Source: an optimization exercise on an open RTL-to-GDS flow (aim: small area and a short achievable clock period). Production flows keep margins and buffers that such runs may drop. RTL that was checked went through simulation tests only; none was proved equivalent to the original. No activity file was given, so power comes from the tool's default toggle rates.

==> module core_settings_regs, before the edit <==
module core_settings_regs #(
  parameter int reset_pulse_cycles = 1048576
) (
  input  logic                          clk_74a,
  input  logic                          pll_core_locked,
  input  logic                          bridge_wr,
  input  logic [core_pkg::bridge_w-1:0] bridge_addr,
  input  logic [core_pkg::bridge_w-1:0] bridge_wr_data,
  output logic                          core_reset,
  output logic [core_pkg::chan_w-1:0]   deadzone,
  output logic [core_pkg::chan_w-1:0]   strength,
  output logic                          square_pixels
);
  localparam logic [19:0] pulse_start = 20'h00001;
  localparam logic [19:0] pulse_last  = 20'h80000;
  logic [19:0] pulse_lfsr;
  logic        pulse_active;
  always_ff @(posedge clk_74a or negedge pll_core_locked) begin
    if (!pll_core_locked) begin
      pulse_lfsr   <= '0;
      pulse_active <= 1'b0;
    end else if (bridge_wr && bridge_addr == core_pkg::addr_reset_pulse) begin
      pulse_lfsr   <= pulse_start;
      pulse_active <= 1'b1;
    end else begin
      if (pulse_lfsr == pulse_last) begin
        pulse_lfsr <= '0;
      end else begin
        pulse_lfsr <= {pulse_lfsr[18:0], pulse_lfsr[19] ^ pulse_lfsr[16]};
      end
      if (pulse_lfsr == '0) begin
        pulse_active <= 1'b0;
      end
    end
  end
  assign core_reset = !pll_core_locked || pulse_active;
  logic [2:0] strength_g;
  logic [7:0] strength_raw;
  logic [7:0] strength_next;
  always_comb begin
    case (bridge_wr_data[6:0])
      7'd0: strength_g = 3'd0;
      7'd1: strength_g = 3'd0;
      7'd2: strength_g = 3'd0;
      7'd3: strength_g = 3'd0;
      7'd4: strength_g = 3'd0;
      7'd5: strength_g = 3'd0;
      7'd6: strength_g = 3'd0;
      7'd7: strength_g = 3'd0;
      7'd8: strength_g = 3'd0;
      7'd9: strength_g = 3'd0;
      7'd10: strength_g = 3'd0;
      7'd11: strength_g = 3'd1;
      7'd12: strength_g = 3'd0;
      7'd13: strength_g = 3'd1;
      7'd14: strength_g = 3'd0;
      7'd15: strength_g = 3'd1;
      7'd16: strength_g = 3'd0;
      7'd17: strength_g = 3'd1;
      7'd18: strength_g = 3'd0;
      7'd19: strength_g = 3'd1;
      7'd20: strength_g = 3'd1;
      7'd21: strength_g = 3'd1;
      7'd22: strength_g = 3'd1;
      7'd23: strength_g = 3'd1;
      7'd24: strength_g = 3'd1;
      7'd25: strength_g = 3'd1;
      7'd26: strength_g = 3'd1;
      7'd27: strength_g = 3'd1;
      7'd28: strength_g = 3'd1;
      7'd29: strength_g = 3'd1;
      7'd30: strength_g = 3'd1;
      7'd31: strength_g = 3'd2;
      7'd32: strength_g = 3'd1;
      7'd33: strength_g = 3'd2;
      7'd34: strength_g = 3'd1;
      7'd35: strength_g = 3'd2;
      7'd36: strength_g = 3'd1;
      7'd37: strength_g = 3'd2;
      7'd38: strength_g = 3'd1;
      7'd39: strength_g = 3'd2;
      7'd40: strength_g = 3'd2;
      7'd41: strength_g = 3'd2;
      7'd42: strength_g = 3'd2;
      7'd43: strength_g = 3'd2;
      7'd44: strength_g = 3'd2;
      7'd45: strength_g = 3'd2;
      7'd46: strength_g = 3'd2;
      7'd47: strength_g = 3'd2;
      7'd48: strength_g = 3'd2;
      7'd49: strength_g = 3'd2;
      7'd50: strength_g = 3'd2;
      7'd51: strength_g = 3'd3;
      7'd52: strength_g = 3'd2;
      7'd53: strength_g = 3'd3;
      7'd54: strength_g = 3'd2;
      7'd55: strength_g = 3'd3;
      7'd56: strength_g = 3'd2;
      7'd57: strength_g = 3'd3;
      7'd58: strength_g = 3'd2;
      7'd59: strength_g = 3'd3;
      7'd60: strength_g = 3'd3;
      7'd61: strength_g = 3'd3;
      7'd62: strength_g = 3'd3;
      7'd63: strength_g = 3'd3;
      7'd64: strength_g = 3'd3;
      7'd65: strength_g = 3'd3;
      7'd66: strength_g = 3'd3;
      7'd67: strength_g = 3'd3;
      7'd68: strength_g = 3'd3;
      7'd69: strength_g = 3'd3;
      7'd70: strength_g = 3'd3;
      7'd71: strength_g = 3'd4;
      7'd72: strength_g = 3'd3;
      7'd73: strength_g = 3'd4;
      7'd74: strength_g = 3'd3;
      7'd75: strength_g = 3'd4;
      7'd76: strength_g = 3'd3;
      7'd77: strength_g = 3'd4;
      7'd78: strength_g = 3'd3;
      7'd79: strength_g = 3'd4;
      7'd80: strength_g = 3'd4;
      7'd81: strength_g = 3'd4;
      7'd82: strength_g = 3'd4;
      7'd83: strength_g = 3'd4;
      7'd84: strength_g = 3'd4;
      7'd85: strength_g = 3'd4;
      7'd86: strength_g = 3'd4;
      7'd87: strength_g = 3'd4;
      7'd88: strength_g = 3'd4;
      7'd89: strength_g = 3'd4;
      7'd90: strength_g = 3'd4;
      7'd91: strength_g = 3'd5;
      7'd92: strength_g = 3'd4;
      7'd93: strength_g = 3'd5;
      7'd94: strength_g = 3'd4;
      7'd95: strength_g = 3'd5;
      7'd96: strength_g = 3'd4;
      7'd97: strength_g = 3'd5;
      7'd98: strength_g = 3'd4;
      7'd99: strength_g = 3'd5;
      7'd100: strength_g = 3'd5;
      7'd101: strength_g = 3'd5;
      7'd102: strength_g = 3'd5;
      7'd103: strength_g = 3'd5;
      7'd104: strength_g = 3'd5;
      7'd105: strength_g = 3'd5;
      7'd106: strength_g = 3'd5;
      7'd107: strength_g = 3'd5;
      7'd108: strength_g = 3'd5;
      7'd109: strength_g = 3'd5;
      7'd110: strength_g = 3'd5;
      7'd111: strength_g = 3'd6;
      7'd112: strength_g = 3'd5;
      7'd113: strength_g = 3'd6;
      7'd114: strength_g = 3'd5;
      7'd115: strength_g = 3'd6;
      7'd116: strength_g = 3'd5;
      7'd117: strength_g = 3'd6;
      7'd118: strength_g = 3'd5;
      7'd119: strength_g = 3'd6;
      7'd120: strength_g = 3'd6;
      7'd121: strength_g = 3'd6;
      7'd122: strength_g = 3'd6;
      7'd123: strength_g = 3'd6;
      7'd124: strength_g = 3'd6;
      7'd125: strength_g = 3'd6;
      7'd126: strength_g = 3'd6;
      7'd127: strength_g = 3'd6;
    endcase
  end
  assign strength_raw  = {bridge_wr_data[6:0], 1'b0} + {2'b0, bridge_wr_data[6:1]} + {5'b0, strength_g};
  assign strength_next = strength_raw | {8{bridge_wr_data[7:0] >= 8'd100}};
  always_ff @(posedge clk_74a or negedge pll_core_locked) begin
    if (!pll_core_locked) begin
      deadzone      <= '0;
      strength      <= '0;
      square_pixels <= 1'b0;
    end else if (bridge_wr) begin
      case (bridge_addr)
        core_pkg::addr_deadzone: begin
          deadzone <= bridge_wr_data[core_pkg::chan_w-1:0];
        end
        core_pkg::addr_color_corr: begin
          strength <= strength_next;
        end
        core_pkg::addr_square_pixels: begin
          square_pixels <= bridge_wr_data[0];
        end
        default: begin
        end
      endcase
    end
  end
endmodule
export LEC_CHECK = 0
export CAP_MARGIN = 20
export CORE_MARGIN = 2
export CORE_UTILIZATION = 40
export SLEW_MARGIN = 20
create_clock -name core_clock -period 18.0 [get_ports {clk_74a}]
standard.sh (not shown) runs the stock make flow with config.mk's settings and CLKGATE_MAP_FILE= SYNTH_SCRIPT=/design/flow/synth_recipe.tcl, a recipe that flattens the netlist after the stock synthesis.
==> flow/flow/run.sh <==
#!/bin/bash
# The standard layout (standard.sh), with these changes to how it is made:
# - the ports get the smallest buffer (buf_1) instead of the delay buffer
#   buffer_ports picks by itself;
# - after global placement, the gate that makes core_reset gets its own
#   buffer on pll_core_locked (clone_reset_buf.tcl), apart from the reset tree;
# - timing repair aims for 10 ns of setup slack, well beyond the 18 ns
#   constraint, so that it shortens the critical paths;
# - clock tree synthesis uses clkbuf_8 and no dummy loads.
# The constraints (constraint.sdc) and everything else are the standard flow's.
set -eo pipefail
export BUFFER_PORTS_ARGS="-buffer_cell sky130_fd_sc_hd__buf_1"
export SETUP_SLACK_MARGIN=10.0
export CTS_ARGS="-sink_clustering_enable -repair_clock_nets -buf_list sky130_fd_sc_hd__clkbuf_8 -dont_use_dummy_load"
RES=$PWD/orfs/results/sky130hd/core_top/base
bash standard.sh $RES/3_3_place_gp.odb 2>&1 | tee standard_1.log
CLONE_ODB=$RES/3_3_place_gp.odb openroad -no_init -exit flow/clone_reset_buf.tcl 2>&1 | tee clone.log
bash standard.sh 2>&1 | tee standard_2.log
Other scripts of this flow, unchanged in this note and not shown: flow/flow/clone_reset_buf.tcl
Next try:
--- a/flow/design.v
+++ b/flow/design.v
@@ -40,31 +40,23 @@
   output logic [core_pkg::chan_w-1:0]   deadzone,
   output logic [core_pkg::chan_w-1:0]   strength,
   output logic                          square_pixels
 );
-  localparam logic [19:0] pulse_start = 20'h00001;
-  localparam logic [19:0] pulse_last  = 20'h80000;
-  logic [19:0] pulse_lfsr;
-  logic        pulse_active;
+  localparam logic [20:0] pulse_start = 21'h000001;
+  localparam logic [20:0] pulse_last  = 21'h1ffc00;
+  logic [20:0] pulse_lfsr;
   always_ff @(posedge clk_74a or negedge pll_core_locked) begin
     if (!pll_core_locked) begin
-      pulse_lfsr   <= '0;
-      pulse_active <= 1'b0;
+      pulse_lfsr <= '0;
     end else if (bridge_wr && bridge_addr == core_pkg::addr_reset_pulse) begin
-      pulse_lfsr   <= pulse_start;
-      pulse_active <= 1'b1;
+      pulse_lfsr <= pulse_start;
+    end else if (pulse_lfsr == pulse_last) begin
+      pulse_lfsr <= '0;
     end else begin
-      if (pulse_lfsr == pulse_last) begin
-        pulse_lfsr <= '0;
-      end else begin
-        pulse_lfsr <= {pulse_lfsr[18:0], pulse_lfsr[19] ^ pulse_lfsr[16]};
-      end
-      if (pulse_lfsr == '0) begin
-        pulse_active <= 1'b0;
-      end
+      pulse_lfsr <= {pulse_lfsr[19:0], pulse_lfsr[20] ^ pulse_lfsr[18]};
     end
   end
-  assign core_reset = !pll_core_locked || pulse_active;
+  assign core_reset = !pll_core_locked || (pulse_lfsr != '0);
   logic [2:0] strength_g;
   logic [7:0] strength_raw;
   logic [7:0] strength_next;
   always_comb begin
What happened: Global-route usage is lower by 0.39 points; area after synthesis is lower slightly; combinational power is higher by well over a third; setup slack degrades by 0.16 ns; clock-buffer cell count is unchanged; via count stays flat; routed wire length is lower by a few percent; non-clock buffer count is higher by 13.
The RTL of the second run of this note was laid out without a check of its function.

port drivers added, routing unchanged:
No port has a modelled driver above. Below, the same layouts with a new extraction and two added sets of constraints.
Step 1 (the two cells are an assumption about what drives the block):
set clk [get_ports {clk_74a}]
set_driving_cell -lib_cell sky130_fd_sc_hd__clkbuf_16 $clk
set_driving_cell -lib_cell sky130_fd_sc_hd__buf_2 [delete_from_list [all_inputs] $clk]
Step 2 adds t to the input delays and takes it off the output delays; t is the mean of the earliest and latest rising clock arrival at the registers after step 1. Input paths then give back, and output paths get back, about the clock's delay inside the block.
Slacks: ideal ports / drivers / drivers and shift; pairs: ideal ports / drivers.
| run | t, ns | setup slack, ns | cell pins on the clock port's net |
|---|---|---|---|
| the first run | 0.448 | 10.282 / 10.291 / 9.843 | 1 |
| the second run | 0.444 | 10.118 / 10.018 / 9.860 | 1 |
After both steps every run listed still meets setup and hold. For the first run, which loses most, drivers alone change the setup slack by +0.009 ns; drivers and shift together by -0.439 ns.
